From an optimization exercise on the open Yosys and OpenROAD flow, aimed at small area; shortcuts taken in it are not production practice. Function was checked by simulation only, so behaviour that the tests miss may differ from the original. Power is estimated from default activity; no workload was simulated.

==> flow/design.v <==
package mem_responder_pkg;
  typedef enum logic [1:0] {
    ST_CLEAR = 2'd0,
    ST_LOAD  = 2'd1,
    ST_RUN   = 2'd2
  } state_e;
  localparam logic [7:0] DEF_INIT_VAL = 8'h00;
  localparam logic [7:0] DEF_NOP_VAL  = 8'h00;
endpackage
module mem_bit_next (
  input  logic q,
  input  logic we,
  input  logic we_n,
  input  logic wd,
  output logic d
);
  assign d = ~((q | we) & (wd | we_n));
endmodule
module mem_sel_dec (
  input  logic hi,
  input  logic lo,
  output logic sel_n
);
  assign sel_n = ~(hi & lo);
endmodule
module mem_rd_pair (
  input  logic q0,
  input  logic sel0_n,
  input  logic q1,
  input  logic sel1_n,
  output logic y
);
  assign y = ~((q0 | sel0_n) & (q1 | sel1_n));
endmodule
module mem_nor2 (
  input  logic [1:0] a,
  output logic       y
);
  assign y = ~|a;
endmodule
module mem_or16 (
  input  logic [15:0] a,
  output logic        y
);
  assign y = |a;
endmodule
module mem_or8 (
  input  logic [7:0] a,
  output logic       y
);
  assign y = |a;
endmodule
module mem_predec #(
  parameter int W = 4
) (
  input  logic           en,
  input  logic [W-1:0]   a,
  output logic [2**W-1:0] y
);
  always_comb begin
    for (int i = 0; i < 2**W; i++) begin
      y[i] = en && (a == W'(i));
    end
  end
endmodule
module mem_dec #(
  parameter int ADDR_W = 8,
  parameter int DEPTH  = 256
) (
  input  logic              en_i,
  input  logic [ADDR_W-1:0] addr_i,
  output logic [DEPTH-1:0]  sel_n_o
);
  localparam int LW = ADDR_W / 2;
  localparam int HW = ADDR_W - LW;
  logic [2**HW-1:0] hi;
  logic [2**LW-1:0] lo;
  mem_predec #(.W(HW)) u_hi (.en(en_i), .a(addr_i[ADDR_W-1:LW]), .y(hi));
  mem_predec #(.W(LW)) u_lo (.en(1'b1), .a(addr_i[LW-1:0]),      .y(lo));
  for (genvar w = 0; w < DEPTH; w++) begin : g_sel
    mem_sel_dec u_dec (.hi(hi[w >> LW]), .lo(lo[w % (2**LW)]), .sel_n(sel_n_o[w]));
  end
endmodule
module mem_rd_tree #(
  parameter int DATA_W = 8,
  parameter int DEPTH  = 256
) (
  input  logic [DEPTH-1:0]         sel_n_i,
  input  logic [DEPTH*DATA_W-1:0]  q_i,       
  output logic [DATA_W-1:0]        hit_o
);
  localparam int NP = DEPTH / 2;    
  localparam int N1 = NP / 16;      
  for (genvar b = 0; b < DATA_W; b++) begin : g_bit
    logic [NP-1:0] l0;
    logic [N1-1:0] l1;
    for (genvar p = 0; p < NP; p++) begin : g_leaf
      mem_rd_pair u_leaf (
        .q0     (q_i[(2*p)*DATA_W+b]),
        .sel0_n (sel_n_i[2*p]),
        .q1     (q_i[(2*p+1)*DATA_W+b]),
        .sel1_n (sel_n_i[2*p+1]),
        .y      (l0[p])
      );
    end
    for (genvar i = 0; i < N1; i++) begin : g_l1
      mem_or16 u_g (.a(l0[16*i+15:16*i]), .y(l1[i]));
    end
    mem_or8 u_out (.a(l1), .y(hit_o[b]));
  end
endmodule
module mem_array_2r1w #(
  parameter int ADDR_W = 8,
  parameter int DATA_W = 8,
  parameter int DEPTH  = 256
) (
  input  logic              clk,
  input  logic              rst,
  input  logic              we_i,
  input  logic [ADDR_W-1:0] waddr_i,
  input  logic [DATA_W-1:0] wdata_i,
  input  logic              ren_i,
  input  logic [ADDR_W-1:0] raddr_a_i,
  output logic [DATA_W-1:0] rdata_a_o,
  output logic [DATA_W-1:0] rdata_b_o    
);
  logic                    phase_q;
  logic [DEPTH*DATA_W-1:0] mem_q, mem_d;
  logic [DEPTH-1:0]        wsel_n, rsel_a_n;
  logic [DEPTH-1:0]        we;
  logic                    we_i_n;
  logic [DATA_W-1:0]       wd;
  logic [DATA_W-1:0]       hit_a, hit_b;
  logic                    rflip;
  always_ff @(posedge clk) begin
    if (!rst) phase_q <= 1'b0;
    else      phase_q <= ~phase_q;
  end
  assign wd     = we_i ? (wdata_i ^ {DATA_W{phase_q}}) : {DATA_W{1'b1}};
  assign we_i_n = ~we_i;
  mem_dec #(.ADDR_W(ADDR_W), .DEPTH(DEPTH)) u_wdec (
    .en_i (1'b1), .addr_i (waddr_i), .sel_n_o (wsel_n)
  );
  for (genvar w = 0; w < DEPTH; w++) begin : g_word
    mem_nor2 u_we (.a({wsel_n[w], we_i_n}), .y(we[w]));
    for (genvar b = 0; b < DATA_W; b++) begin : g_bit
      mem_bit_next u_next (
        .q    (mem_q[w*DATA_W+b]),
        .we   (we[w]),
        .we_n (wsel_n[w]),
        .wd   (wd[b]),
        .d    (mem_d[w*DATA_W+b])
      );
    end
  end
  always_ff @(posedge clk) begin
    mem_q <= mem_d;
  end
  mem_dec #(.ADDR_W(ADDR_W), .DEPTH(DEPTH)) u_rdec_a (
    .en_i (ren_i), .addr_i (raddr_a_i), .sel_n_o (rsel_a_n)
  );
  mem_rd_tree #(.DATA_W(DATA_W), .DEPTH(DEPTH)) u_rd_a (
    .sel_n_i (rsel_a_n), .q_i (mem_q), .hit_o (hit_a)
  );
  mem_rd_tree #(.DATA_W(DATA_W), .DEPTH(DEPTH)) u_rd_b (
    .sel_n_i (wsel_n), .q_i (mem_q), .hit_o (hit_b)
  );
  assign rflip     = phase_q | ~ren_i;
  assign rdata_a_o = ~(hit_a ^ {DATA_W{rflip}});
  assign rdata_b_o = ~(hit_b ^ {DATA_W{phase_q}}) & {DATA_W{ren_i}};
endmodule
module mem_responder #(
  parameter int                ADDR_W   = 8,
  parameter int                DATA_W   = 8,
  parameter int                DEPTH    = 256,
  parameter logic [DATA_W-1:0] INIT_VAL = DATA_W'(mem_responder_pkg::DEF_INIT_VAL),
  parameter logic [DATA_W-1:0] NOP_VAL  = DATA_W'(mem_responder_pkg::DEF_NOP_VAL)
) (
  input  logic              clk,
  input  logic              rst,
  input  logic [ADDR_W-1:0] addr_a,
  output logic [DATA_W-1:0] instr_out,
  input  logic [ADDR_W-1:0] addr_b,
  input  logic              we_b,
  input  logic [DATA_W-1:0] write_data_b,
  output logic [DATA_W-1:0] data_out_b,
  input  logic              load_en,
  input  logic              load_valid,
  input  logic [DATA_W-1:0] load_data,
  input  logic              load_last,
  output logic              load_ready,
  output logic              mem_ready,
  output logic [ADDR_W:0]   load_count
);
  localparam logic [ADDR_W-1:0] LAST_ADDR = ADDR_W'(DEPTH - 1);
  mem_responder_pkg::state_e            state_q, state_d;
  logic [ADDR_W-1:0] ptr_q, ptr_d;
  logic              full_q, full_d;
  logic              wr_en;
  logic [ADDR_W-1:0] wr_addr;
  logic [DATA_W-1:0] wr_data;
  logic [DATA_W-1:0] rd_a, rd_b;
  always_comb begin
    state_d = state_q;
    ptr_d   = ptr_q;
    full_d  = full_q;
    wr_en   = 1'b0;
    wr_addr = ptr_q;
    wr_data = INIT_VAL;
    case (state_q)
      mem_responder_pkg::ST_CLEAR: begin
        wr_en = 1'b1;
        ptr_d = ptr_q + 1'b1;
        if (ptr_q == LAST_ADDR) begin
          state_d = load_en ? mem_responder_pkg::ST_LOAD : mem_responder_pkg::ST_RUN;
        end
      end
      mem_responder_pkg::ST_LOAD: begin
        if (load_valid) begin
          wr_en   = 1'b1;
          wr_data = load_data;
          ptr_d   = ptr_q + 1'b1;
          if (ptr_q == LAST_ADDR) begin
            full_d = 1'b1;
          end
          if (load_last || ptr_q == LAST_ADDR) begin
            state_d = mem_responder_pkg::ST_RUN;
          end
        end
      end
      mem_responder_pkg::ST_RUN: begin
        wr_en   = we_b;
        wr_addr = addr_b;
        wr_data = write_data_b;
      end
      default: begin
        state_d = mem_responder_pkg::ST_CLEAR;
        ptr_d   = '0;
      end
    endcase
  end
  always_ff @(posedge clk) begin
    if (!rst) begin
      state_q <= mem_responder_pkg::ST_CLEAR;
      ptr_q   <= '0;
      full_q  <= 1'b0;
    end else begin
      state_q <= state_d;
      ptr_q   <= ptr_d;
      full_q  <= full_d;
    end
  end
  assign mem_ready  = (state_q == mem_responder_pkg::ST_RUN);
  assign load_ready = (state_q == mem_responder_pkg::ST_LOAD);
  assign load_count = {full_q, (state_q == mem_responder_pkg::ST_CLEAR) ? {ADDR_W{1'b0}} : ptr_q};
  mem_array_2r1w #(
    .ADDR_W (ADDR_W),
    .DATA_W (DATA_W),
    .DEPTH  (DEPTH)
  ) u_mem (
    .clk       (clk),
    .rst       (rst),
    .we_i      (wr_en),
    .waddr_i   (wr_addr),
    .wdata_i   (wr_data),
    .ren_i     (mem_ready),
    .raddr_a_i (addr_a),
    .rdata_a_o (rd_a),
    .rdata_b_o (rd_b)
  );
  assign instr_out  = rd_a | (mem_ready ? {DATA_W{1'b0}} : NOP_VAL);
  assign data_out_b = rd_b;
endmodule
==> flow/flow/run.sh <==
#!/bin/bash
# Own layout flow: the standard flow (standard.sh: the standard synthesis,
# floorplan, placement, CTS, routing) with two knobs changed:
#  - clock tree synthesis without dummy load cells, with small clock buffers
#    and larger sink clusters;
#  - the port buffers use the smallest buffer cell.
# Each tool's full output stays in orfs/logs; make's own output goes to
# standard.log in this folder.
set -euo pipefail
export CTS_ARGS="-sink_clustering_enable -repair_clock_nets -dont_use_dummy_load -buf_list sky130_fd_sc_hd__clkbuf_16 -root_buf sky130_fd_sc_hd__clkbuf_16 -sink_clustering_buffer sky130_fd_sc_hd__clkbuf_8 -sink_clustering_size 16 -sink_clustering_max_diameter 45"
export BUFFER_PORTS_ARGS="-buffer_cell sky130_fd_sc_hd__buf_1"
bash standard.sh > standard.log 2>&1
==> flow/standard.sh <==
#!/bin/bash
# synth_recipe.tcl (not shown) runs the flow's synth.tcl, then flattens the netlist and writes it again
# the make line also repeats each setting of config.mk as NAME=value (left out here)
make -C /OpenROAD-flow-scripts/flow DESIGN_CONFIG=/design/flow/config.mk WORK_HOME=/design/flow/orfs CLKGATE_MAP_FILE= SYNTH_SCRIPT=/design/flow/synth_recipe.tcl "${@:-finish}"
==> flow/config.mk <==
export PLATFORM = sky130hd
export DESIGN_NAME = mem_responder
export DESIGN_NICKNAME = mem_responder
export VERILOG_FILES = /design/flow/design.v
export SDC_FILE = /design/flow/constraint.sdc
export NUM_CORES = 4
export LEC_CHECK = 0
export CAP_MARGIN = 10
export CORE_MARGIN = 2
export CORE_UTILIZATION = 50
export SLEW_MARGIN = 10
export SYNTH_HIERARCHICAL = 1
export SYNTH_MINIMUM_KEEP_SIZE = 0
==> flow/constraint.sdc <==
create_clock -name core_clock -period 11.0 [get_ports {clk}]
set_input_delay 2.2000 -clock core_clock [delete_from_list [all_inputs] [get_ports {clk}]]
set_output_delay 2.2000 -clock core_clock [all_outputs]
set_load 0.01 [all_outputs]
==> results of run 1 <==
-- critical path, stage by stage --
cell,delay (ns)
buf_1,0.14
mux2_2,0.32
nand2b_1,0.42
nor2_4,0.22
buf_4,0.33
nand2_1,0.47
o22ai_1,0.21
nor4_1,0.73
nand4_1,0.47
nor4_2,0.93
nand2_1,0.20
xnor2_1,0.51
and2_1,0.20
buf_1,0.15
-- cells in the final DEF (no fill, tap or decap), types with 3 or more instances in the layout --
master and n:
nor3_4 3, nor4_1 543, nor4_2 4, nor2b_1 16, buf_4 102, clkbuf_16 17, nor2_1 286, nand3_1 8
o22ai_1 4096, dfxtp_1 2060, buf_12 7, or3_1 3, ha_1 4, nor3_2 13, nand2_1 538, a22oi_1 9
or3b_4 4, a21oi_1 3, nand3b_1 8, nor2_2 4, and2_1 9, nand2b_1 8, clkbuf_8 192, mux2_2 8
conb_1 12, nand2_4 8, diode_2 8, nand4_1 129, inv_1 4, xnor2_1 30, buf_1 64, nor2_4 23
-- registers in the layout, indices dropped and copies added (netlist names) --
signal / count
full_q: 1
ptr_q: 8
state_q: 2
u_mem.mem_q: 2048
u_mem.phase_q: 1
-- Yosys stat by module (local to each module, per instance), a selection --
module	cells	area, sq um	flip-flops and latches
mem_bit_next	1	6.26	0
mem_nor2	1	3.75	0
mem_or16	5	31.3	0
mem_or8	3	16.3	0
mem_rd_pair	1	6.26	0
mem_responder	112	907	11
mem_sel_dec	1	3.75	0
-- metrics by stage --
stage | total power, mW | util, % | hold slack [ns] | instances
after floorplan | 7.99 | - | 0.442 | 7864
after global placement | 8.23 | 53.0 | 0.453 | 10000
after detailed placement | 8.24 | 53.0 | 0.461 | 10000
after CTS | 12.5 | 55.1 | 0.469 | 10300
after global routing | 12.8 | 55.1 | 0.484 | 10300
final | 12.4 | 55.1 | 0.470 | 10300
-- report_power, final --
group          leakage, nW  total [mW]  switching, mW  internal [mW]
logic                 11.3       0.493          0.370          0.123
clock network         1.59        4.35           2.53           1.83
registers             18.9        7.59         0.0651           7.53
total                 31.8        12.4           2.96           9.48
-- worst paths after layout --
path	slack, ns	depth (start not counted)	from	endpoint
min reg2reg	0.47	1	u_mem.mem_q[58]$_DFF_P_	u_mem.mem_q[58]$_DFF_P_
max reg2reg	6.27	8	state_q[1]$_SDFFE_PN0P_	u_mem.mem_q[1485]$_DFF_P_
max	1.26	14	addr_b[0]	data_out_b[5]
min	0.47	1	u_mem.mem_q[58]$_DFF_P_	u_mem.mem_q[58]$_DFF_P_
-- area by class of cell --
class	instances	area [sq um]
fillers	13800	67300
flip-flops and latches	2060	41200
multi-input cells	5788	34600
clock buffers	209	3070
well taps	2016	2520
repair buffers	173	1150
inverters	5	26.3
diodes	8	20.0
-- cell families after synthesis --
logic type	after synthesis	synth area share, %
other	3	0.0149
adders and majority gates	5	0.0828
AOI/OAI and AO/OA	4115	34.1
and+or+nand+nor	1618	10.6
muxes	8	0.119
xor gates and xnor gates	30	0.348
DFF	2060	54.6
buffers and inverters	16	0.137
-- routing by layer --
metal	part of all wire, %	global-route usage [%]	wire length (microns)
met5	0.052	0	175
met4	7.1	24.8	24000
met3	12	11.3	40000
met2	41	59.1	138000
met1	40	55.6	134000
-- synthesized netlist by cell type --
cell type / instances / area, sq um
nand3b_1: 8 / 60.1
buf_6: 3 / 33.8
o21ai_0: 1 / 5.00
nor3_2: 4 / 40.0
a21oi_1: 4 / 20.0
or3b_4: 4 / 45.0
nor3_1: 14 / 70.1
a22oi_1: 9 / 67.6
o22ai_1: 4096 / 25600
and4_1: 1 / 8.76
and2_1: 9 / 56.3
or2_4: 1 / 8.76
buf_4: 1 / 7.51
and2b_2: 1 / 8.76
a21o_1: 1 / 7.51
clkbuf_1: 5 / 18.8
nor2b_1: 16 / 100
nor2b_4: 1 / 13.8
buf_12: 1 / 20.0
conb_1: 3 / 11.3
nand2b_4: 1 / 13.8
ha_1: 5 / 62.6
mux2_2: 8 / 90.1
nor2_1: 313 / 1170
nand2_1: 546 / 2050
buf_2: 1 / 5.00
nor4b_1: 2 / 17.5
or3_1: 3 / 18.8
a31oi_1: 2 / 12.5
nand4_1: 129 / 807
dfxtp_1: 2060 / 41200
inv_1: 5 / 18.8
nand2b_1: 8 / 50.1
nor4_1: 547 / 3420
nor3b_1: 2 / 15.0
o31ai_1: 1 / 7.51
xnor2_1: 30 / 263
nand3_1: 8 / 40.0
o21a_1: 1 / 7.51
==> out/qor.txt, run 1 <==
Status = complete, but fails checks
Layout Check Fails = max-capacitance violations, max-slew violations
Rel. slew slack = -0.655%
Final Hold Fails = 0
Req. time, crit path = 8.80 ns
Dpl ws = 1.69 ns
IO buf count = 64
MaxCap Viol Count = 2
Via count = 79700
Cts repair resizes = 0
H-tree Lvls = 4
Area added between synthesis and finish = 9.35%
Cts hold-fix bufs = 0
Worst vdd ir = 0.000154 V
Buffer levels on the longest clock path = 3
Post-DP HPWL = 224 mm
Setup TNS = 0 ns
Slew Limit Fails = 1
GPL Wtd Cong = 1.05
First-pass GRT wire length = 479 mm
DRT Pass-1 Iters = 7
# nets final = 8280
Post-synthesis register bit count = 2060
Initial antenna violation count = 23
Drt wl/cell = 32.8 microns
Clock insertion delay at the later pin of the skew report = 0.82 ns
Initial Util = 50.4%
# rows = 142
Total wire length = 336 mm
DP Area = 0.0795 sq mm
Pwr dens = 151 mW/mm^2
Leakage = 31.8 nW
Avg Inst Size Synth = 9.62 sq um
Die width = 393 microns
Clk root buf = clkbuf_16
Pin count of the biggest net entering global routing = 153
Synth warn = 9
Clock input transition at the sequential cells of the worst setup and hold paths = 0.06 ns
Startpoint types = input pin
Fin area = 0.0826 sq mm
Worst Path Max Fanout = 17
Yosys cell types = 39
RSZ-0062 raised after global routing = false
CP arrival = 7.54 ns
Cell count after synthesis = 7855
Actual slew at the worst max-slew pin = 1.50 ns
Clk sinks = 2060
Clock Skews = 0.0845 ns
Post-Syn Area = 0.0755 sq mm
Vias in the first global route = 70500
Io pins = 65
Chip height = 393 microns
# DRC = 0
Slack of the critical path = 1.26 ns
Initial DRC count = 11700
Area of the die = 0.154 sq mm
Fraction of layout cells with a size suffix above 1 = 4.76%
Post-DRT Antenna Nets = 0
Remaining Overflow, GRT = 0
Gr usage total = 41.4%
Core Box Area = 0.150 sq mm
Fin crit share = 88.6%
Critical Path Sink Type = output port
Count of final setup violators = 0
Peak Freq = 103 MHz
Vias per inst = 7.77
Minimum clock period = 9.74 ns
Register area share after synthesis = 54.6%
Critical path class = input pin to output port
Worst min-delay path category = flip-flop to flip-flop
CTS tree = done
Setup bufs post-CTS = 0
Num CTS Buffers = 209
==> run 2: changes to the inputs <==
--- a/flow/config.mk
+++ b/flow/config.mk
@@ -7,6 +7,6 @@
 export LEC_CHECK = 0
-export CAP_MARGIN = 10
+export CAP_MARGIN = 30
 export CORE_MARGIN = 2
-export CORE_UTILIZATION = 50
-export SLEW_MARGIN = 10
+export CORE_UTILIZATION = 45
+export SLEW_MARGIN = 30
 export SYNTH_HIERARCHICAL = 1
==> run 2 against run 1 <==
  * Now clean on timing, DRC and antenna
  * Die area increased by 11%
  * Core utilization decreased by 5.3 points
  * Routed wire length increased by 0.78%
  * Clock skew decreased by 0.024 ns
  * Critical path type unchanged
  * Critical endpoint is now data_out_b[7]
==> out/qor.txt, run 2 <==
Register area share after synthesis = 54.6% (unchanged)
Total wire length = 339 mm (+0.78%)
Clock share of power = 35.9% (+0.9 points)
Area of the multi-input gates = 0.0347 sq mm (+0.26%)
Critical path class = input pin to output port
NetSw = 3.02 mW (+2.1%)
Post-DP HPWL = 224 mm (-0.23%)
Core Box Area = 0.167 sq mm (+11%)
Placed insts = 10200 (+1.9%)
H-tree Lvls = 4 (unchanged)
Cts repair resizes = 0 (unchanged)
CP arrival = 7.72 ns (+0.18 ns)
IO buf count = 64 (unchanged)
Top Metal Used = met5
Clock insertion delay at the later pin of the skew report = 0.82 ns (about the same)
Post-DRT Antenna Nets = 0 (unchanged)
Combinational Power Share = 3.9% (about the same)
Critical Path Sink Type = output port
Via count = 79600 (-0.11%)
Worst min-delay path category = flip-flop to flip-flop
# rows = 150 (+5.6%)
Num CTS Buffers = 224 (+7.2%)
Synth warn = 9 (unchanged)
Fin util = 49.8% (-5.3 points)
Yosys cell types = 39 (unchanged)
Final hold slack = 0.468 ns (-0.00180 ns)
Buffer levels on the longest clock path = 3 (unchanged)
Setup bufs post-CTS = 0 (unchanged)
DRT Pass-1 Iters = 7 (unchanged)
Slew Limit Fails = 0 (-1)
Fin area = 0.0832 sq mm (+0.75%)
Remaining Overflow, GRT = 0 (unchanged)
Final Hold Fails = 0 (unchanged)
GPL Wtd Cong = 1.03 (-2.2%)
Vias in the first global route = 71400 (+1.2%)
Die width = 414 microns (+5.4%)
Io pins = 65 (unchanged)
Clock input transition at the sequential cells of the worst setup and hold paths = 0.06 ns (about the same)
Fraction of layout cells with a size suffix above 1 = 5.09% (+0.33 points)
Initial Util = 45.2% (-5.2 points)
Post-synthesis register bit count = 2060 (unchanged)
Actual slew at the worst max-slew pin = 1.22 ns (-0.280 ns)
Commonest non-fill, non-tap cell in the layout = o22ai_1
Pwr dens = 152 mW/mm^2 (+0.70%)
Setup TNS = 0 ns (unchanged)
Fillers = 15800 (+15%)
Cell count after synthesis = 7855 (unchanged)
Final Non-Filler Cells = 10500 (+2.0%)
Clock Skews = 0.0608 ns (-0.0237 ns)
Area added between synthesis and finish = 10.2%
Largest register FFs = 2048 (unchanged)
Largest cells by area after synthesis = dfxtp_1, o22ai_1, nor4_1, nand2_1, nor2_1
Status = no timing/DRC/antenna violations
Clk root buf = clkbuf_16
Peak Freq = 101 MHz (-1.8%)
Largest register by flop count = u_mem.mem_q
Worst Path Max Fanout = 17 (unchanged)
Area of the die = 0.171 sq mm (+11%)
# DRC = 0 (unchanged)
Cts hold-fix bufs = 0 (unchanged)
Initial DRC count = 11800 (+0.84%)
Seq pwr share = 60.2% (-0.8 points)
Req. time, crit path = 8.80 ns (about the same)
Minimum clock period = 9.92 ns (+0.176 ns)
Most frequent cells in the layout = o22ai_1, dfxtp_1, nand2_1
Post-synth EDFFs = 0 (unchanged)
First-pass GRT wire length = 484 mm (+1.2%)
WL met3 = 35.5 mm (-11%)
Met2 WL = 142 mm (+3.0%)
Startpoint types = input pin
Most instantiated library cell after synthesis = o22ai_1
Cell-internal power = 9.60 mW (+1.2%)
Synth top cells by count = o22ai_1, dfxtp_1, nor4_1
Sw frac = 24.0% (+0.16 points)
Async SR Flop Fraction = 0% (unchanged)
CTS tree = done
Worst vdd ir = 0.000172 V (+11%)
# nets final = 8297 (+0.21%)
Avg Inst Size Synth = 9.62 sq um (unchanged)
Area fraction of the dominant cell type after synthesis = 54.6% (unchanged)
Vias per inst = 7.60 (-2.1%)
Total Power = 12.6 mW (+1.5%)
Slack of the critical path = 1.08 ns (-0.176 ns)
Biggest regs = u_mem.mem_q x2048, ptr_q x8, state_q x2
Leakage = 31.9 nW (+0.46%)
Dpl ws = 1.52 ns (-0.168 ns)
Ys flop type = dfxtp_1
DP Area = 0.0799 sq mm (+0.45%)
RSZ-0062 raised after global routing = false
Initial antenna violation count = 15 (-35%)
MaxCap Viol Count = 0 (-2)
Metal1 wirelength = 135 mm (+0.98%)
Rel. slew slack = 18.9% (+20 points)
Count of final setup violators = 0 (unchanged)
Post-Syn Area = 0.0755 sq mm (unchanged)
Drt wl/cell = 32.4 microns (-1.2%)
Fin crit share = 90.2% (+1.6 points)
R2R setup slack = 5.89 ns (-0.38 ns)
Sequential Area = 0.0412 sq mm (unchanged)
Chip height = 414 microns (+5.4%)
Clk sinks = 2060 (unchanged)
Synth area leader = dfxtp_1
Pin count of the biggest net entering global routing = 143 (-6.5%)
Gr usage total = 37.6% (-3.8 points)
[run 2: path summary, 6_finish.rpt]
check | end | start | cells after the start
max reg2reg | u_mem.mem_q[3]$_DFF_P_ | state_q[1]$_SDFFE_PN0P_ | 8
min reg2reg | u_mem.mem_q[1582]$_DFF_P_ | u_mem.mem_q[1582]$_DFF_P_ | 1
min | u_mem.mem_q[1582]$_DFF_P_ | u_mem.mem_q[1582]$_DFF_P_ | 1
max | data_out_b[7] | addr_b[1] | 15
[run 2: logic make-up (layout without fill, tap and decap cells)]
logic type | after synthesis | count (layout) | synth area share, %
other | 3 | 24 | 0.0149
muxes | 8 | 8 | 0.119
buffers and inverters | 16 | 404 | 0.137
adders and majority gates | 5 | 5 | 0.0828
and+or+nand+nor | 1618 | 1618 | 10.6
xor gates and xnor gates | 30 | 30 | 0.348
AOI/OAI and AO/OA | 4115 | 4115 | 34.1
DFF | 2060 | 2060 | 54.6
[run 2: power by group through the flow]
stage	Clock, mW	Combinational, mW	Sequential (mW)
after floorplan	0	0.248	7.74
after global placement	0	0.472	7.76
after detailed placement	0	0.477	7.76
after CTS	4.57	0.477	7.59
after global routing	4.85	0.499	7.60
final	4.53	0.494	7.60
[run 2: metal layers]
metal | up-vias | global-route usage [%]
met5 | - | 0
met4 | 10 | 25.1
met3 | 1119 | 8.42
met2 | 5180 | 54.6
met1 | 38700 | 49.9
li1 | 34600 | -
[run 2: final cells by class]
type | instances | area share (%)
Clock buffer | 224 | 3.93
Antenna cell | 12 | 0.0361
Tap cell | 2204 | 3.31
Timing Repair Buffer | 175 | 1.47
Sequential cell | 2060 | 49.6
Inverter | 5 | 0.0316
Multi-Input combinational cell | 5788 | 41.7
[run 2: worst max-delay path, stage by stage]
cell      delay [ns]
buf_1           0.11
mux2_2          0.29
nand2b_1        0.39
nor2_4          0.28
buf_4           0.31
nand2_1         0.46
o22ai_1         0.22
nor4_1          0.65
nand4_1         0.56
nor4_1          0.83
buf_4           0.22
nand2_1         0.12
xnor2_1         0.68
and2_1          0.22
buf_1           0.15
[run 2: Yosys stat by module (local to each module, per instance), excerpt]
module,copies in the design,area (sq um),cells,flip-flops and latches
mem_or8,16,16.3,3,0
mem_nor2,256,3.75,1,0
mem_responder,1,907,112,11
mem_bit_next,2048,6.26,1,0
mem_or16,128,31.3,5,0
mem_sel_dec,512,3.75,1,0
mem_rd_pair,2048,6.26,1,0
==> run 3: changes to the inputs <==
--- a/flow/flow/run.sh
+++ b/flow/flow/run.sh
@@ -9,3 +9,3 @@
 set -euo pipefail
-export CTS_ARGS="-sink_clustering_enable -repair_clock_nets -dont_use_dummy_load -buf_list sky130_fd_sc_hd__clkbuf_16 -root_buf sky130_fd_sc_hd__clkbuf_16 -sink_clustering_buffer sky130_fd_sc_hd__clkbuf_8 -sink_clustering_size 16 -sink_clustering_max_diameter 45"
+export CTS_ARGS="-sink_clustering_enable -repair_clock_nets -dont_use_dummy_load -buf_list sky130_fd_sc_hd__clkbuf_16 -root_buf sky130_fd_sc_hd__clkbuf_16 -sink_clustering_buffer sky130_fd_sc_hd__clkbuf_16 -sink_clustering_size 30 -sink_clustering_max_diameter 55"
 export BUFFER_PORTS_ARGS="-buffer_cell sky130_fd_sc_hd__buf_1"
==> run 3 against run 2 <==
  * Largest cell class unchanged
  * Routed wire length down 0.18%
  * Critical endpoint unchanged
  * Via count down 0.46%
  * Highest routed layer unchanged
  * Worst setup slack gained 0.0040 ns
==> out/qor.txt, run 3 <==
Clock input transition at the sequential cells of the worst setup and hold paths = 0.04 ns (-0.02 ns)
Sw frac = 22.9% (-1.1 points)
MaxCap Viol Count = 0 (unchanged)
Drt wl/cell = 32.5 microns (+0.44%)
# DRC = 0 (unchanged)
Slew Limit Fails = 0 (unchanged)
Crit-path cells = buf_1, mux2_2, nand2b_1, nor2_4, buf_4, nand2_1, o22ai_1, nor4_1, nand4_1, nor4_1, buf_4, nand2_1, xnor2_1, and2_1, buf_1
RSZ-0062 raised after global routing = false
Post-synthesis register bit count = 2060 (unchanged)
Area of the die = 0.171 sq mm (unchanged)
Worst R2R Path Depth = 8 (unchanged)
Remaining Overflow, GRT = 0 (unchanged)
Critical path's slowest cell = nor4_1
Most instantiated library cell after synthesis = o22ai_1
Synth area leader = dfxtp_1
Startpoint types = input pin
Core Box Area = 0.167 sq mm (unchanged)
Buffer levels on the longest clock path = 3 (unchanged)
# nets final = 8237 (-0.72%)
R2R setup slack = 5.87 ns (-0.02 ns)
Area added between synthesis and finish = 11.3%
Gr usage total = 37.5% (-0.099 points)
Levels on crit path = 15 (unchanged)
DRT Pass-1 Iters = 8 (+1)
Combinational Power Share = 3.7% (-0.2 points)
Final hold slack = 0.469 ns (+0.000633 ns)
Critical R2R Launch = state_q[1]$_SDFFE_PN0P_
Initial DRC count = 11900 (+0.62%)
Fin area = 0.0841 sq mm (+1.0%)
Vias in the first global route = 70800 (-0.81%)
Crit-path leading delay family = simple AND/OR/NAND/NOR gates
First-pass GRT wire length = 483 mm (-0.28%)
Largest register FFs = 2048 (unchanged)
Worst vdd ir = 0.000172 V (about the same)
Fin util = 50.3% (+0.50 points)
Reg-to-Reg End = u_mem.mem_q[5]$_DFF_P_
Chip height = 414 microns (unchanged)
Final Hold Fails = 0 (unchanged)
Setup TNS = 0 ns (unchanged)
Critical path's largest stage delay = 0.77 ns (-0.06 ns)
Clock share of power = 39.0% (+3.1 points)
End of the critical path = data_out_b[7]
Worst Path Max Fanout = 17 (unchanged)
Pwr dens = 158 mW/mm^2 (+4.2%)
Cell count after synthesis = 7855 (unchanged)
Rel. slew slack = 26.6% (+7.7 points)
Area fraction of the dominant cell type after synthesis = 54.6% (unchanged)
Buf/Inv on CP = 4 (unchanged)
Fillers = 15700 (-0.99%)
Total wire length = 338 mm (-0.18%)
Clock Skews = 0.0625 ns (+0.00169 ns)
Num CTS Buffers = 162 (-28%)
Clk sinks = 2060 (unchanged)
Leakage = 32.2 nW (+1.0%)
# rows = 150 (unchanged)
Ys flop type = dfxtp_1
Minimum clock period = 9.91 ns (-0.00396 ns)
H-tree Lvls = 4 (unchanged)
Post-Syn Area = 0.0755 sq mm (unchanged)
Cell-internal power = 10.2 mW (+6.7%)
Critical path class = input pin to output port
Avg Inst Size Synth = 9.62 sq um (unchanged)
Largest register by flop count = u_mem.mem_q
Critical Path Sink Type = output port
Async SR Flop Fraction = 0% (unchanged)
Cts hold-fix bufs = 0 (unchanged)
Vias per inst = 7.61 (+0.15%)
Actual slew at the worst max-slew pin = 1.09 ns (-0.125 ns)
CP startpoint = addr_b[0]
Initial antenna violation count = 18 (+3)
NetSw = 3.04 mW (+0.45%)
Post-DRT Antenna Nets = 0 (unchanged)
Clock insertion delay at the later pin of the skew report = 0.84 ns (+0.02 ns)
CP arrival = 7.71 ns (about the same)
Post-synth EDFFs = 0 (unchanged)
Post-DP HPWL = 224 mm (unchanged)
Placed insts = 10200 (unchanged)
Status = no timing/DRC/antenna violations
Total Power = 13.3 mW (+5.2%)
Synth top cells by count = o22ai_1, dfxtp_1, nor4_1
Fraction of layout cells with a size suffix above 1 = 4.42% (-0.67 points)
Fin crit share = 90.1% (about the same)
Req. time, crit path = 8.80 ns (about the same)
Slack of the critical path = 1.09 ns (+0.00396 ns)
Cts repair resizes = 0 (unchanged)
CTS tree = done
Pin count of the biggest net entering global routing = 143 (unchanged)
Peak Freq = 101 MHz (about the same)
Count of final setup violators = 0 (unchanged)
Most frequent cells in the layout = o22ai_1, dfxtp_1, nand2_1
IO buf count = 64 (unchanged)
Final Non-Filler Cells = 10400 (-0.61%)
Synth warn = 9 (unchanged)
Biggest regs = u_mem.mem_q x2048, ptr_q x8, state_q x2
Io pins = 65 (unchanged)
Yosys cell types = 39 (unchanged)
Register area share after synthesis = 54.6% (unchanged)
Initial Util = 45.2% (unchanged)
Seq pwr share = 57.2% (-3.0 points)
DP Area = 0.0799 sq mm (unchanged)
Via count = 79200 (-0.46%)
Clk root buf = clkbuf_16
Largest cells by area after synthesis = dfxtp_1, o22ai_1, nor4_1, nand2_1, nor2_1
Setup bufs post-CTS = 0 (unchanged)
Die width = 414 microns (unchanged)
Worst min-delay path category = flip-flop to flip-flop
Dpl ws = 1.52 ns (unchanged)
Commonest non-fill, non-tap cell in the layout = o22ai_1
GPL Wtd Cong = 1.03 (unchanged)
[run 3: cell counts after synthesis]
No cell type changed its count.
[run 3: worst min path at each step]
stage	startpoint	to	slack, ns	cells past startpoint
final	u_mem.mem_q[203]$_DFF_P_	u_mem.mem_q[203]$_DFF_P_	0.47	1
after global routing	u_mem.mem_q[615]$_DFF_P_	u_mem.mem_q[615]$_DFF_P_	0.48	1
after CTS	u_mem.mem_q[203]$_DFF_P_	u_mem.mem_q[203]$_DFF_P_	0.47	1
after detailed placement	u_mem.mem_q[1918]$_DFF_P_	u_mem.mem_q[1918]$_DFF_P_	0.46	1
after global placement	u_mem.mem_q[1992]$_DFF_P_	u_mem.mem_q[1992]$_DFF_P_	0.45	1
after floorplan	full_q$_SDFFE_PN0P_	full_q$_SDFFE_PN0P_	0.44	1
[run 3: layout make-up]
cell class / count / area [sq um] / share of cell area, %
Clock buffer: 162 / 4050 / 4.82
Sequential cell: 2060 / 41200 / 49.1
Inverter: 5 / 26.3 / 0.0313
Antenna cell: 8 / 20.0 / 0.0238
Tap cell: 2204 / 2760 / 3.28
Timing Repair Buffer: 177 / 1270 / 1.51
Multi-Input combinational cell: 5788 / 34700 / 41.3
[run 3: cells by family (layout without fill, tap and decap cells)]
kind of cell               count (synthesis)  in the layout  synth area share (%)
xor gates and xnor gates                  30             30                 0.348
adders and majority gates                  5              5                0.0828
muxes                                      8              8                 0.119
and+or+nand+nor                         1618           1618                  10.6
DFF                                     2060           2060                  54.6
buffers and inverters                     16            344                 0.137
AOI/OAI and AO/OA                       4115           4115                  34.1
other                                      3             20                0.0149
[run 3: per-layer routing]
layer | GRT usage (%) | part of all wire, % | vias to the layer above
li1 | - | - | 34500
met1 | 49.6 | 40 | 38300
met2 | 54.8 | 42 | 5226
met3 | 8.46 | 11 | 1106
met4 | 24.5 | 7.7 | 20
met5 | 0 | 0.046 | -
[run 3: per-module statistics from Yosys, one instance, submodules excluded, a selection]
module	copies in the design	flip-flops and latches	cells
mem_nor2	256	0	1
mem_sel_dec	512	0	1
mem_or16	128	0	5
mem_or8	16	0	3
mem_bit_next	2048	0	1
mem_rd_pair	2048	0	1
mem_responder	1	11	112
[run 3: power by group through the flow]
stage,clock network (mW),registers [mW],logic [mW]
after global placement,0,7.76,0.472
after global routing,5.50,7.60,0.502
after detailed placement,0,7.76,0.477
after floorplan,0,7.74,0.248
after CTS,5.24,7.59,0.477
final,5.18,7.60,0.497
==> run 4: changes to the inputs <==
--- a/flow/flow/run.sh
+++ b/flow/flow/run.sh
@@ -9,3 +9,3 @@
 set -euo pipefail
-export CTS_ARGS="-sink_clustering_enable -repair_clock_nets -dont_use_dummy_load -buf_list sky130_fd_sc_hd__clkbuf_16 -root_buf sky130_fd_sc_hd__clkbuf_16 -sink_clustering_buffer sky130_fd_sc_hd__clkbuf_16 -sink_clustering_size 30 -sink_clustering_max_diameter 55"
+export CTS_ARGS="-sink_clustering_enable -repair_clock_nets -dont_use_dummy_load -buf_list sky130_fd_sc_hd__clkbuf_16 -root_buf sky130_fd_sc_hd__clkbuf_16 -sink_clustering_buffer sky130_fd_sc_hd__clkbuf_4 -sink_clustering_size 10 -sink_clustering_max_diameter 35"
 export BUFFER_PORTS_ARGS="-buffer_cell sky130_fd_sc_hd__buf_1"
==> run 4 against run 3 <==
  * Critical path depth down 1
  * Sequential power about the same
  * Highest routed layer unchanged
  * Design area down 0.55%
  * Sequential cell count unchanged
  * Critical path type is now flip-flop to output port
  * Synthesized cell count unchanged
  * Still clean on timing, DRC and antenna
  * Non-clock buffer count down 1
  * Largest cell class unchanged
==> out/qor.txt, run 4 <==
Register area share after synthesis = 54.6% (unchanged)
Vias per inst = 7.60 (-0.21%)
Status = no timing/DRC/antenna violations
Clock Skews = 0.0638 ns (+0.00136 ns)
Worst min-delay path category = flip-flop to flip-flop
Most instantiated library cell after synthesis = o22ai_1
Peak Freq = 101 MHz (+0.52%)
Initial DRC count = 11700 (-1.8%)
Final Hold Fails = 0 (unchanged)
Drt wl/cell = 32.1 microns (-1.2%)
Post-DP HPWL = 224 mm (unchanged)
Req. time, crit path = 8.80 ns (about the same)
Total wire length = 341 mm (+0.78%)
# DRC = 0 (unchanged)
Synth top cells by count = o22ai_1, dfxtp_1, nor4_1
RSZ-0062 raised after global routing = false
Largest cells by area after synthesis = dfxtp_1, o22ai_1, nor4_1, nand2_1, nor2_1
Critical path's slowest cell = nor4_1
Setup bufs post-CTS = 0 (unchanged)
# rows = 150 (unchanged)
MaxCap Viol Count = 0 (unchanged)
Chip height = 414 microns (unchanged)
Synth area leader = dfxtp_1
Minimum clock period = 9.86 ns (-0.0508 ns)
Yosys cell types = 39 (unchanged)
Largest register FFs = 2048 (unchanged)
Fraction of layout cells with a size suffix above 1 = 6.73% (+2.3 points)
Clk root buf = clkbuf_16
Setup TNS = 0 ns (unchanged)
Remaining Overflow, GRT = 0 (unchanged)
Leakage = 32.3 nW (+0.21%)
Buffer levels on the longest clock path = 4 (+1)
Num CTS Buffers = 370 (+130%)
IO buf count = 64 (unchanged)
Biggest regs = u_mem.mem_q x2048, ptr_q x8, state_q x2
Startpoint types = flip-flop
Critical path class = flip-flop to output port
Area of the die = 0.171 sq mm (unchanged)
Ys flop type = dfxtp_1
Cts hold-fix bufs = 0 (unchanged)
Clock insertion delay at the later pin of the skew report = 0.93 ns (+0.09 ns)
Rel. slew slack = 24.3% (-2.3 points)
# nets final = 8444 (+2.5%)
Worst vdd ir = 0.000156 V (-9.4%)
Fin util = 50.0% (-0.28 points)
Critical path's largest stage delay = 1.03 ns (+0.26 ns)
Actual slew at the worst max-slew pin = 1.12 ns (+0.0342 ns)
Async SR Flop Fraction = 0% (unchanged)
Commonest non-fill, non-tap cell in the layout = o22ai_1
Initial antenna violation count = 15 (-3)
Die width = 414 microns (unchanged)
Largest register by flop count = u_mem.mem_q
Slew Limit Fails = 0 (unchanged)
Worst Path Max Fanout = 43 (+26)
Cts repair resizes = 0 (unchanged)
GPL Wtd Cong = 1.03 (unchanged)
Pin count of the biggest net entering global routing = 143 (unchanged)
Post-synthesis register bit count = 2060 (unchanged)
Critical Path Sink Type = output port
Area added between synthesis and finish = 10.7%
Most frequent cells in the layout = o22ai_1, dfxtp_1, nand2_1
Crit-path cells = ha_2, mux2_2, nand2b_1, nor2_4, buf_4, nand2_1, o22ai_1, nor4_1, nand4_1, nor4_1, nand2_1, xnor2_1, and2_1, buf_1
CTS tree = done
First-pass GRT wire length = 488 mm (+1.0%)
Vias in the first global route = 72600 (+2.5%)
Clock input transition at the sequential cells of the worst setup and hold paths = 0.08 ns (+0.04 ns)
DRT Pass-1 Iters = 7 (-1)
Pwr dens = 155 mW/mm^2 (-2.1%)
Initial Util = 45.2% (unchanged)
Io pins = 65 (unchanged)
Cell count after synthesis = 7855 (unchanged)
Synth warn = 9 (unchanged)
Post-DRT Antenna Nets = 0 (unchanged)
Area fraction of the dominant cell type after synthesis = 54.6% (unchanged)
Count of final setup violators = 0 (unchanged)
Core Box Area = 0.167 sq mm (unchanged)
Fin crit share = 89.7% (-0.46 points)
Post-Syn Area = 0.0755 sq mm (unchanged)
Gr usage total = 37.8% (+0.33 points)
CP arrival = 7.66 ns (-0.05 ns)
Total Power = 12.9 mW (-2.6%)
H-tree Lvls = 5 (+1)
Post-synth EDFFs = 0 (unchanged)
Via count = 80600 (+1.8%)
Clk sinks = 2060 (unchanged)
Avg Inst Size Synth = 9.62 sq um (unchanged)
-- run 4: changes by cell type in the layout (fill, tap and decap cells not counted), sizes merged --
cell and change:
diode +1, clkbuf +208, buf -1
-- run 4: critical path, delay by kind of cell (launching register included) --
kind / cells / cell delay [ns]
buffers and inverters: 2 / 0.47
AO/OA/AOI/OAI: 1 / 0.21
AND/OR/NAND/NOR: 8 / 3.82
flip-flops: 1 / 0.44
multiplexers: 1 / 0.51
adder cells (fa/ha/maj): 1 / 0.87
XOR/XNOR: 1 / 0.42
-- run 4: cell families (layout without fill, tap and decap cells) --
family	count (synthesis)	after routing	synth area share, %
adder cells (fa/ha/maj)	5	5	0.0828
other	3	21	0.0149
buffers and inverters	16	551	0.137
multiplexers	8	8	0.119
AND/OR/NAND/NOR	1618	1618	10.6
flip-flops	2060	2060	54.6
AO/OA/AOI/OAI	4115	4115	34.1
XOR/XNOR	30	30	0.348
-- run 4: area by class of cell --
| type | count | area [sq um] |
|---|---|---|
| fillers | 15900 | 83400 |
| flip-flops and latches | 2060 | 41200 |
| multi-input cells | 5788 | 34700 |
| clock buffers | 370 | 3640 |
| well taps | 2204 | 2760 |
| repair buffers | 176 | 1250 |
| inverters | 5 | 26.3 |
| diodes | 9 | 22.5 |
-- run 4: where the power goes --
| group | total (mW) | leakage (nW) | switching [mW] | internal [mW] |
|---|---|---|---|---|
| Combinational | 0.495 | 11.3 | 0.371 | 0.124 |
| Clock | 4.84 | 2.08 | 2.70 | 2.14 |
| Sequential | 7.60 | 18.9 | 0.0684 | 7.53 |
-- run 4: path summary, 6_finish.rpt --
| check | startpoint | cells past startpoint | slack (ns) | to |
|---|---|---|---|---|
| worst max-delay path | state_q[1]$_SDFFE_PN0P_ | 14 | 1.14 | data_out_b[6] |
| worst min register to register | u_mem.mem_q[1034]$_DFF_P_ | 1 | 0.47 | u_mem.mem_q[1034]$_DFF_P_ |
| worst min-delay path | u_mem.mem_q[1034]$_DFF_P_ | 1 | 0.47 | u_mem.mem_q[1034]$_DFF_P_ |
| worst max register to register | state_q[1]$_SDFFE_PN0P_ | 8 | 5.92 | u_mem.mem_q[4]$_DFF_P_ |
-- run 4: routing by layer --
layer | track usage (%) | up-vias | part of all wire [%]
met2 | 55.0 | 5447 | 42
met4 | 25.8 | 14 | 7.8
met5 | 0 | - | 0.029
met3 | 9.11 | 1184 | 11
met1 | 49.5 | 38900 | 39
li1 | - | 35100 | -
-- run 4: modules after synthesis, one instance, submodules excluded, a selection --
module	flip-flops and latches	copies in the design	cell area (sq um)
mem_or8	0	16	16.3
mem_responder	11	1	907
mem_bit_next	0	2048	6.26
mem_sel_dec	0	512	3.75
mem_rd_pair	0	2048	6.26
mem_or16	0	128	31.3
mem_nor2	0	256	3.75
-- run 4: metrics by stage --
step	instance area [sq um]	instances	hold WS [ns]	worst slack, ns
after detailed placement	79900	10200	0.461	1.52
final	83600	10600	0.469	1.14
after global placement	79800	10200	0.453	1.28
after global routing	83600	10600	0.478	0.960
after CTS	83500	10600	0.468	1.46
after floorplan	75600	7864	0.442	3.62
==> run 5: changes to the inputs <==
--- a/flow/flow/run.sh
+++ b/flow/flow/run.sh
@@ -9,3 +9,3 @@
 set -euo pipefail
-export CTS_ARGS="-sink_clustering_enable -repair_clock_nets -dont_use_dummy_load -buf_list sky130_fd_sc_hd__clkbuf_16 -root_buf sky130_fd_sc_hd__clkbuf_16 -sink_clustering_buffer sky130_fd_sc_hd__clkbuf_4 -sink_clustering_size 10 -sink_clustering_max_diameter 35"
+export CTS_ARGS="-sink_clustering_enable -repair_clock_nets -dont_use_dummy_load -buf_list sky130_fd_sc_hd__clkbuf_16 -root_buf sky130_fd_sc_hd__clkbuf_16 -sink_clustering_buffer sky130_fd_sc_hd__clkbuf_8 -sink_clustering_size 16 -sink_clustering_max_diameter 70"
 export BUFFER_PORTS_ARGS="-buffer_cell sky130_fd_sc_hd__buf_1"
--- a/flow/config.mk
+++ b/flow/config.mk
@@ -10,2 +10,3 @@
 export CORE_UTILIZATION = 45
+export GPL_TIMING_DRIVEN = 0
 export SLEW_MARGIN = 30
==> run 5 against run 4 <==
  * Critical endpoint is now data_out_b[1]
  * Combinational power is 13% higher
  * Clock skew is 0.0090 ns higher
  * Critical path depth grew 4
  * Fmax is 5.8% lower
  * Clock-buffer cell count fell by 219
  * Sequential power about the same
  * Core utilization rose by 0.54 points
  * Critical path type unchanged
  * Non-clock buffer count is 61 higher
  * Worst setup slack got worse by 0.61 ns
  * Synthesized cell count unchanged
  * Largest cell class unchanged
  * Global-route usage down 1.7 points
  * First-iteration DRC count is 1.4% higher
==> out/qor.txt, run 5 <==
Post-synth EDFFs = 0 (unchanged)
Buffer levels on the longest clock path = 3 (-1)
Cell count after synthesis = 7855 (unchanged)
Chip height = 414 microns (unchanged)
RSZ-0062 raised after global routing = false
Critical R2R Launch = state_q[1]$_SDFFE_PN0P_
Peak Freq = 95.5 MHz (-5.8%)
Status = no timing/DRC/antenna violations
Vias in the first global route = 70100 (-3.4%)
Count of final setup violators = 0 (unchanged)
Cts hold-fix bufs = 0 (unchanged)
Critical Path Sink Type = output port
Clock input transition at the sequential cells of the worst setup and hold paths = 0.10 ns (+0.02 ns)
Gr usage total = 36.1% (-1.7 points)
Ys flop type = dfxtp_1
Worst vdd ir = 0.000148 V (-4.7%)
Synth warn = 9 (unchanged)
Biggest regs = u_mem.mem_q x2048, ptr_q x8, state_q x2
Worst hold stages = 1 (unchanged)
Fin crit share = 95.2% (+5.5 points)
MaxCap Viol Count = 0 (unchanged)
Most frequent cells in the layout = o22ai_1, dfxtp_1, nand2_1
Total wire length = 327 mm (-3.9%)
WL met3 = 34.4 mm (-6.1%)
Yosys cell types = 39 (unchanged)
DRT Pass-1 Iters = 8 (+1)
Slew Limit Fails = 0 (unchanged)
GPL Wtd Cong = 0.985 (-4.0%)
Worst Path Max Fanout = 17 (-60%)
Worst R2R Path Depth = 12 (+4)
Top Metal Used = met5
Area added between synthesis and finish = 11.9%
Req. time, crit path = 8.80 ns (about the same)
Most instantiated library cell after synthesis = o22ai_1
Fin area = 0.0845 sq mm (+1.1%)
Post-DRT Antenna Nets = 0 (unchanged)
Cts repair resizes = 0 (unchanged)
Final Non-Filler Cells = 10500 (-1.5%)
Placed insts = 10300 (+0.62%)
Initial DRC count = 11800 (+1.4%)
Rel. slew slack = 22.8% (-1.5 points)
Initial Util = 45.2% (unchanged)
Largest register FFs = 2048 (unchanged)
Drt wl/cell = 31.3 microns (-2.5%)
# DRC = 0 (unchanged)
Metal1 wirelength = 130 mm (-2.9%)
CP startpoint = state_q[1]$_SDFFE_PN0P_
Commonest non-fill, non-tap cell in the layout = o22ai_1
Synth area leader = dfxtp_1
IO buf count = 64 (unchanged)
Initial antenna violation count = 16 (+1)
Leakage = 32.2 nW (-0.19%)
Post-synthesis register bit count = 2060 (unchanged)
Hold path start = u_mem.mem_q[2029]$_DFF_P_
Setup TNS = 0 ns (unchanged)
# nets final = 8286 (-1.9%)
Synth top cells by count = o22ai_1, dfxtp_1, nor4_1
Met2 WL = 138 mm (-3.9%)
Setup bufs post-CTS = 0 (unchanged)
Clk root buf = clkbuf_16
Die width = 414 microns (unchanged)
Num CTS Buffers = 151 (-59%)
H-tree Lvls = 4 (-1)
Minimum clock period = 10.47 ns (+0.607 ns)
Register area share after synthesis = 54.6% (unchanged)
Post-DP HPWL = 230 mm (+3.0%)
CTS tree = done
Remaining Overflow, GRT = 0 (unchanged)
Io pins = 65 (unchanged)
Clock insertion delay at the later pin of the skew report = 0.81 ns (-0.12 ns)
Area fraction of the dominant cell type after synthesis = 54.6% (unchanged)
Worst min-delay path category = flip-flop to flip-flop
Async SR Flop Fraction = 0% (unchanged)
Area of the die = 0.171 sq mm (unchanged)
Post-Syn Area = 0.0755 sq mm (unchanged)
Final Hold Fails = 0 (unchanged)
DP Area = 0.0822 sq mm (+2.9%)
Final hold slack = 0.475 ns (+0.00607 ns)
Core Box Area = 0.167 sq mm (unchanged)
First-pass GRT wire length = 466 mm (-4.4%)
Startpoint types = flip-flop
Actual slew at the worst max-slew pin = 1.15 ns (+0.0229 ns)
Clk sinks = 2060 (unchanged)
Fraction of layout cells with a size suffix above 1 = 5.29% (-1.4 points)
Via count = 79000 (-2.0%)
Clock Skews = 0.0728 ns (+0.00898 ns)
Dpl ws = 1.69 ns (+0.172 ns)
Largest cells by area after synthesis = dfxtp_1, o22ai_1, nor4_1, nand2_1, nor2_1
Pin count of the biggest net entering global routing = 72 (-50%)
# rows = 150 (unchanged)
CP arrival = 8.27 ns (+0.61 ns)
Avg Inst Size Synth = 9.62 sq um (unchanged)
Critical path class = flip-flop to output port
Largest register by flop count = u_mem.mem_q
Pwr dens = 142 mW/mm^2 (-8.5%)
Fin util = 50.6% (+0.54 points)
Slack of the critical path = 0.530 ns (-0.607 ns)
Total Power = 12.0 mW (-7.5%)
Vias per inst = 7.56 (-0.55%)
run 5: path summary, 6_finish.rpt:
check                                                  to  slack (ns)
worst max-delay path                        data_out_b[1]        0.53
worst min-delay path            u_mem.mem_q[2029]$_DFF_P_        0.48
worst max register to register   u_mem.mem_q[195]$_DFF_P_        5.44
worst min register to register  u_mem.mem_q[2029]$_DFF_P_        0.48
run 5: kinds of logic (layout without fill, tap and decap cells):
kind of cell    count (synthesis)  after routing  synth area share (%)
fa+ha+maj                       5              5                0.0828
mux                             8              8                 0.119
other cells                     3             22                0.0149
flops                        2060           2060                  54.6
simple gates                 1618           1618                  10.6
xor+xnor                       30             30                 0.348
buf+inv                        16            393                 0.137
compound gates               4115           4115                  34.1
run 5: metal layers:
layer	up-vias	GRT usage (%)
li1	34600	-
met1	38100	48.2
met2	5184	52.9
met3	1048	7.68
met4	10	23.3
met5	-	0
run 5: power by group:
group	switching [mW]	internal, mW
sequential	0.0624	7.53
combinational	0.375	0.182
clock	2.44	1.38
total	2.87	9.09
run 5: area by class of cell:
class	instances	area (sq um)
multi-input combinational	5788	34900
sequential	2060	41200
buffer	11	86.3
antenna	10	25.0
inverter	5	26.3
clock buffer	151	2270
tap	2204	2760
fill	15500	82500
timing repair buffer	226	3230
run 5: worst max-delay path: stages, from the launching register on:
cell and delay [ns]:
dfxtp_1 0.46, ha_1 0.92, clkbuf_1 0.39, buf_2 0.33, mux2_2 0.41, nand3b_1 0.34
nor3_2 0.17, buf_4 0.23, buf_4 0.20, buf_4 0.20, nand2_1 0.47, o22ai_1 0.17
nor4_1 0.66, nand4_1 0.61, nor4_2 0.90, nand2_1 0.38, xnor2_1 0.26, and2_1 0.15
buf_1 0.16
run 5: Yosys stat by module, one instance, submodules excluded, excerpt:
module         cells  area, sq um  copies in the design
mem_rd_pair        1         6.26                  2048
mem_sel_dec        1         3.75                   512
mem_responder    112          907                     1
mem_bit_next       1         6.26                  2048
mem_or16           5         31.3                   128
mem_nor2           1         3.75                   256
mem_or8            3         16.3                    16
==> run 6: changes to the inputs <==
--- a/flow/config.mk
+++ b/flow/config.mk
@@ -9,3 +9,3 @@
 export CORE_MARGIN = 2
-export CORE_UTILIZATION = 45
+export CORE_UTILIZATION = 52
 export GPL_TIMING_DRIVEN = 0
==> run 6 against run 5 <==
  * Area after synthesis unchanged
  * Sequential power hardly changed
  * Via count up 0.12%
  * Sequential cell count did not move
  * Critical endpoint is now data_out_b[0]
  * Largest cell class unchanged
==> out/qor.txt, run 6 <==
CP arrival = 7.91 ns (-0.36 ns)
Rel. slew slack = 15.4% (-7.4 points)
Post-synthesis register bit count = 2060 (unchanged)
Setup bufs post-CTS = 0 (unchanged)
Largest register FFs = 2048 (unchanged)
Vias in the first global route = 70000 (-0.24%)
Io pins = 65 (unchanged)
Critical Path Sink Type = output port
Fillers = 12500 (-19%)
MaxCap Viol Count = 0 (unchanged)
Total wire length = 323 mm (-1.3%)
Chip height = 385 microns (-6.9%)
Commonest non-fill, non-tap cell in the layout = o22ai_1
Status = no timing/DRC/antenna violations
IO buf count = 64 (unchanged)
Crit-path cells = ha_1, clkbuf_1, buf_2, mux2_2, nand3_1, nor3_2, buf_4, buf_4, buf_4, buf_4, buf_4, nand2_1, o22ai_1, nor4_1, nand4_1, nor4_2, nand2_1, xnor2_1, and2_1, buf_1
Setup TNS = 0 ns (unchanged)
# DRC = 0 (unchanged)
Clock insertion delay at the later pin of the skew report = 0.79 ns (-0.02 ns)
Gr usage total = 41.4% (+5.2 points)
Initial Util = 52.5% (+7.3 points)
Req. time, crit path = 8.80 ns (about the same)
Pin count of the biggest net entering global routing = 60 (-17%)
Synth warn = 9 (unchanged)
Largest cells by area after synthesis = dfxtp_1, o22ai_1, nor4_1, nand2_1, nor2_1
Ys flop type = dfxtp_1
Buf/Inv on CP = 8 (+2)
# rows = 139 (-7.3%)
Via count = 79100 (+0.12%)
Most frequent cells in the layout = o22ai_1, dfxtp_1, nand2_1
Clk sinks = 2060 (unchanged)
Cell count after synthesis = 7855 (unchanged)
Fin crit share = 91.9% (-3.3 points)
Peak Freq = 98.9 MHz (+3.6%)
Buffer levels on the longest clock path = 3 (unchanged)
Synth area leader = dfxtp_1
Cts hold-fix bufs = 0 (unchanged)
Area of the die = 0.148 sq mm (-13%)
Register area share after synthesis = 54.6% (unchanged)
Synth top cells by count = o22ai_1, dfxtp_1, nor4_1
DRT Pass-1 Iters = 7 (-1)
Critical path class = flip-flop to output port
Actual slew at the worst max-slew pin = 1.26 ns (+0.110 ns)
Count of final setup violators = 0 (unchanged)
Initial antenna violation count = 17 (+1)
Final Hold Fails = 0 (unchanged)
Most instantiated library cell after synthesis = o22ai_1
GPL Wtd Cong = 0.995 (+0.99%)
Post-DP HPWL = 230 mm (about the same)
Post-DRT Antenna Nets = 0 (unchanged)
First-pass GRT wire length = 464 mm (-0.57%)
Crit-path leading delay family = simple AND/OR/NAND/NOR gates
H-tree Lvls = 4 (unchanged)
Clk root buf = clkbuf_16
Minimum clock period = 10.11 ns (-0.360 ns)
Clock Skews = 0.0429 ns (-0.0299 ns)
Worst min-delay path category = flip-flop to flip-flop
Num CTS Buffers = 150 (-0.66%)
Pwr dens = 141 mW/mm^2 (-0.12%)
Post-Syn Area = 0.0755 sq mm (unchanged)
Post-synth EDFFs = 0 (unchanged)
Async SR Flop Fraction = 0% (unchanged)
Vias per inst = 7.78 (+3.0%)
Core Box Area = 0.144 sq mm (-14%)
Fraction of layout cells with a size suffix above 1 = 5.31% (+0.020 points)
CTS tree = done
Worst path most repeated cell = buf_4
Final hold slack = 0.475 ns (-0.0000800 ns)
Initial DRC count = 11100 (-6.6%)
Area added between synthesis and finish = 11.5%
Biggest regs = u_mem.mem_q x2048, ptr_q x8, state_q x2
Slew Limit Fails = 0 (unchanged)
Yosys cell types = 39 (unchanged)
Worst vdd ir = 0.000149 V (+0.30%)
Worst Path Max Fanout = 17 (unchanged)
Die width = 385 microns (-6.9%)
Drt wl/cell = 31.8 microns (+1.5%)
RSZ-0062 raised after global routing = false
Largest register by flop count = u_mem.mem_q
Leakage = 32.3 nW (+0.19%)
Critical path's largest stage delay = 0.91 ns (about the same)
# nets final = 8293 (+0.084%)
Area fraction of the dominant cell type after synthesis = 54.6% (unchanged)
Critical path's slowest cell = nor4_1
Remaining Overflow, GRT = 0 (unchanged)
Startpoint types = flip-flop
Cts repair resizes = 0 (unchanged)
Avg Inst Size Synth = 9.62 sq um (unchanged)
Clock input transition at the sequential cells of the worst setup and hold paths = 0.10 ns (about the same)
[run 6: cell types whose count changed in the layout (fill, tap and decap cells not counted), sizes merged]
cell,delta
clkbuf,-1
buf,+8
[run 6: layout make-up]
type	instances	area, sq um	area share, %
clock buffers	150	2260	2.68
flip-flops and latches	2060	41200	49.0
repair buffers	234	3380	4.01
well taps	1903	2380	2.83
inverters	5	26.3	0.0312
diodes	10	25.0	0.0297
plain buffers	11	86.3	0.102
multi-input cells	5788	34800	41.4
[run 6: per-module statistics from Yosys (local to each module, per instance), a selection]
module,area [sq um],cells,copies in the design,flops+latches
mem_rd_pair,6.26,1,2048,0
mem_or16,31.3,5,128,0
mem_responder,907,112,1,11
mem_or8,16.3,3,16,0
mem_sel_dec,3.75,1,512,0
mem_nor2,3.75,1,256,0
mem_bit_next,6.26,1,2048,0
[run 6: metrics by stage]
stage	util [%]	cell area, sq um	power (mW)	setup slack, ns	std cells
2_1_floorplan	-	75600	7.99	3.62	7864
3_3_place_gp	54.4	78200	8.22	-3.60	9831
3_5_place_dp	56.9	81900	8.30	1.30	10000
4_1_cts	58.5	84200	11.9	0.657	10200
5_1_grt	58.5	84200	12.2	0.833	10200
6_report	58.6	84200	11.9	0.890	10200
[run 6: cell families (layout without fill, tap and decap cells)]
kind of cell | after synthesis | in the layout | share of synthesized area [%]
and+or+nand+nor | 1618 | 1618 | 10.6
xor gates and xnor gates | 30 | 30 | 0.348
muxes | 8 | 8 | 0.119
AOI/OAI and AO/OA | 4115 | 4115 | 34.1
adders and majority gates | 5 | 5 | 0.0828
DFF | 2060 | 2060 | 54.6
other | 3 | 22 | 0.0149
buffers and inverters | 16 | 400 | 0.137
[run 6: worst paths after layout]
path	slack, ns	start	end	cells past startpoint
hold reg to reg	0.48	u_mem.mem_q[1098]$_DFF_P_	u_mem.mem_q[1098]$_DFF_P_	1
setup / recovery	0.89	state_q[1]$_SDFFE_PN0P_	data_out_b[0]	20
hold / removal	0.48	u_mem.mem_q[1098]$_DFF_P_	u_mem.mem_q[1098]$_DFF_P_	1
setup reg to reg	6.01	state_q[1]$_SDFFE_PN0P_	u_mem.mem_q[1383]$_DFF_P_	14
[run 6: where the power goes]
| part | switching [mW] | internal (mW) |
|---|---|---|
| Combinational | 0.374 | 0.185 |
| Clock | 2.39 | 1.37 |
| Sequential | 0.0599 | 7.53 |
[run 6: worst reg2reg max path, delay by kind of cell (launching register included)]
kind | cells | cell delay [ns]
buffers and inverters | 7 | 1.86
adders and majority gates | 1 | 0.38
and+or+nand+nor | 4 | 1.74
muxes | 1 | 0.25
AOI/OAI and AO/OA | 1 | 0.18
DFF | 1 | 0.45
[run 6: routing by layer]
| layer | vias to the layer above | share of wire (%) | track usage [%] |
|---|---|---|---|
| met3 | 1086 | 12 | 11.0 |
| met4 | 12 | 6.5 | 22.1 |
| met5 | - | 0.024 | 0 |
| li1 | 34600 | - | - |
| met2 | 5234 | 42 | 60.6 |
| met1 | 38100 | 40 | 55.5 |
==> run 7: changes to the inputs <==
--- a/flow/config.mk
+++ b/flow/config.mk
@@ -9,4 +9,4 @@
 export CORE_MARGIN = 2
-export CORE_UTILIZATION = 52
-export GPL_TIMING_DRIVEN = 0
+export CORE_UTILIZATION = 45
+export PLACE_DENSITY = 0.75
 export SLEW_MARGIN = 30
==> run 7 against run 6 <==
  * Still clean
  * Area after synthesis stayed put
  * Critical path depth is 4 lower
  * Final cell count is 2.2% higher
==> out/qor.txt, run 7 <==
Largest register by flop count = u_mem.mem_q
Post-synth EDFFs = 0 (unchanged)
Num CTS Buffers = 153 (+2.0%)
Actual slew at the worst max-slew pin = 1.25 ns (-0.00255 ns)
Core Box Area = 0.167 sq mm (+16%)
Die width = 414 microns (+7.4%)
Clk sinks = 2060 (unchanged)
Setup TNS = 0 ns (unchanged)
Remaining Overflow, GRT = 0 (unchanged)
Status = no timing/DRC/antenna violations
Fin crit share = 89.5% (-2.4 points)
Cell count after synthesis = 7855 (unchanged)
Cell-internal power = 9.04 mW (-0.41%)
Initial antenna violation count = 18 (+1)
Async SR Flop Fraction = 0% (unchanged)
Yosys cell types = 39 (unchanged)
CTS tree = done
Sw frac = 24.0% (+0.30 points)
Req. time, crit path = 8.80 ns (about the same)
Hold path start = u_mem.mem_q[1596]$_DFF_P_
Worst Path Max Fanout = 31 (+14)
Area added between synthesis and finish = 8.87%
Io pins = 65 (unchanged)
Crit-path cells = ha_2, buf_4, mux2_2, nand2_1, nor2_4, buf_16, buf_16, nand2_1, o22ai_1, nor4_1, nand4_1, nor4_1, nand2_1, xnor2_1, and2_1, buf_1
Chip height = 414 microns (+7.4%)
Fin util = 49.2% (-9.3 points)
Ys flop type = dfxtp_1
Vias in the first global route = 70500 (+0.80%)
Slew Limit Fails = 0 (unchanged)
Largest cells by area after synthesis = dfxtp_1, o22ai_1, nor4_1, nand2_1, nor2_1
# DRC = 0 (unchanged)
Buffer levels on the longest clock path = 3 (unchanged)
RSZ-0062 raised after global routing = false
Pin count of the biggest net entering global routing = 155 (+160%)
Biggest regs = u_mem.mem_q x2048, ptr_q x8, state_q x2
Peak Freq = 102 MHz (+2.7%)
Most instantiated library cell after synthesis = o22ai_1
Minimum clock period = 9.85 ns (-0.264 ns)
Fillers = 15600 (+24%)
CP startpoint = state_q[1]$_SDFFE_PN0P_
Critical path's slowest cell = nor4_1
IO buf count = 64 (unchanged)
Synth area leader = dfxtp_1
Leakage = 31.4 nW (-2.8%)
Total wire length = 330 mm (+2.2%)
Critical R2R Launch = state_q[1]$_SDFFE_PN0P_
Clock Skews = 0.0906 ns (+0.0477 ns)
Initial Util = 45.2% (-7.3 points)
Synth top cells by count = o22ai_1, dfxtp_1, nor4_1
Post-synthesis register bit count = 2060 (unchanged)
Post-DRT Antenna Nets = 0 (unchanged)
Largest register FFs = 2048 (unchanged)
Synth warn = 9 (unchanged)
Clock share of power = 32.1% (+0.5 points)
Clk root buf = clkbuf_16
Setup bufs post-CTS = 0 (unchanged)
Worst path most repeated cell = nand2_1
First-pass GRT wire length = 472 mm (+1.7%)
CP arrival = 7.65 ns (-0.26 ns)
Fraction of layout cells with a size suffix above 1 = 4.18% (-1.1 points)
Drt wl/cell = 31.8 microns (about the same)
Initial DRC count = 13500 (+22%)
# rows = 150 (+7.9%)
NetSw = 2.86 mW (+1.3%)
Pwr dens = 145 mW/mm^2 (+2.4%)
# nets final = 8218 (-0.90%)
Area of the die = 0.171 sq mm (+15%)
Area fraction of the dominant cell type after synthesis = 54.6% (unchanged)
Worst R2R Path Depth = 9 (-5)
Vias per inst = 7.68 (-1.4%)
GPL Wtd Cong = 1.05 (+5.2%)
run 7: layer usage:
layer  global-route usage [%]  share of wire (%)  vias up
met2                     52.0                 41     5856
li1                         -                  -    34400
met3                     9.35                 12     1235
met5                        0              0.034        -
met4                     23.6                7.8       18
met1                     48.7                 39    38200
run 7: stage by stage:
stage / instance area, sq um / setup slack (ns) / hold WS (ns)
floorplan: 75600 / 3.62 / 0.442
global placement: 79600 / 1.45 / 0.448
detailed placement: 79800 / 1.59 / 0.460
CTS: 82100 / 1.52 / 0.474
global route: 82200 / 1.25 / 0.485
finish: 82200 / 1.15 / 0.473
run 7: final cells by class:
class	count	area (sq um)	share of cell area, %
multi-input combinational	5788	34700	42.2
tap	2204	2760	3.35
inverter	5	26.3	0.0319
timing repair buffer	167	1220	1.48
antenna	8	20.0	0.0243
clock buffer	153	2300	2.79
sequential	2060	41200	50.1
run 7: worst paths after layout:
path / to / slack (ns)
hold / removal: u_mem.mem_q[1596]$_DFF_P_ / 0.47
setup / recovery: data_out_b[6] / 1.15
hold reg to reg: u_mem.mem_q[1596]$_DFF_P_ / 0.47
setup reg to reg: u_mem.mem_q[780]$_DFF_P_ / 5.89
run 7: logic make-up (layout without fill, tap and decap cells):
kind of cell | after synthesis | count (layout) | share of synthesized area [%]
and+or+nand+nor | 1618 | 1618 | 10.6
buffers and inverters | 16 | 325 | 0.137
AOI/OAI and AO/OA | 4115 | 4115 | 34.1
adders and majority gates | 5 | 5 | 0.0828
muxes | 8 | 8 | 0.119
DFF | 2060 | 2060 | 54.6
other | 3 | 20 | 0.0149
xor gates and xnor gates | 30 | 30 | 0.348
run 7: power by group through the flow:
| stage | Sequential [mW] | Combinational, mW | Clock (mW) |
|---|---|---|---|
| 2_1_floorplan | 7.74 | 0.248 | 0 |
| 3_3_place_gp | 7.76 | 0.462 | 0 |
| 3_5_place_dp | 7.76 | 0.468 | 0 |
| 4_1_cts | 7.59 | 0.467 | 3.84 |
| 5_1_grt | 7.60 | 0.491 | 4.10 |
| 6_report | 7.59 | 0.489 | 3.83 |
run 7: per-module statistics from Yosys (local to each module, per instance), excerpt:
module / area (sq um) / flip-flops and latches
mem_responder: 907 / 11
mem_or16: 31.3 / 0
mem_bit_next: 6.26 / 0
mem_rd_pair: 6.26 / 0
mem_sel_dec: 3.75 / 0
mem_nor2: 3.75 / 0
mem_or8: 16.3 / 0
run 7: critical path: cells and delay by family, from the launching register on:
kind / cells / cell delay, ns
AOI/OAI and AO/OA: 1 / 0.22
xor gates and xnor gates: 1 / 0.62
adders and majority gates: 1 / 0.57
buffers and inverters: 4 / 0.94
DFF: 1 / 0.44
muxes: 1 / 0.50
and+or+nand+nor: 8 / 3.52

-- static timing again, ports no longer ideal --
The flow's constraints put no driver on any port. The routed layouts listed below were extracted and timed again, unchanged, in two steps.
Step 1 assumes that a clkbuf_16 drives the clock port and a buf_2 every other input.
Step 2 times the ports against the registers' clock, not the clock port: input delays grow and output delays shrink by t, the midpoint of the rising clock arrivals with the driver on.
a / b / c = no drivers / after step 1 / after step 2; a / b = the first two.
run | t, ns | slack for setup (ns)
run 1 | 0.871 | 1.258 / 1.230 / 1.230
run 2 | 0.887 | 1.082 / 1.006 / 1.058
run 3 | 0.889 | 1.086 / 1.033 / 1.062
run 4 | 0.972 | 1.137 / 1.053 / 1.172
run 5 | 0.869 | 0.530 / 0.438 / 1.259
run 6 | 0.843 | 0.890 / 0.809 / 0.975
run 7 | 0.833 | 1.154 / 1.071 / 1.177
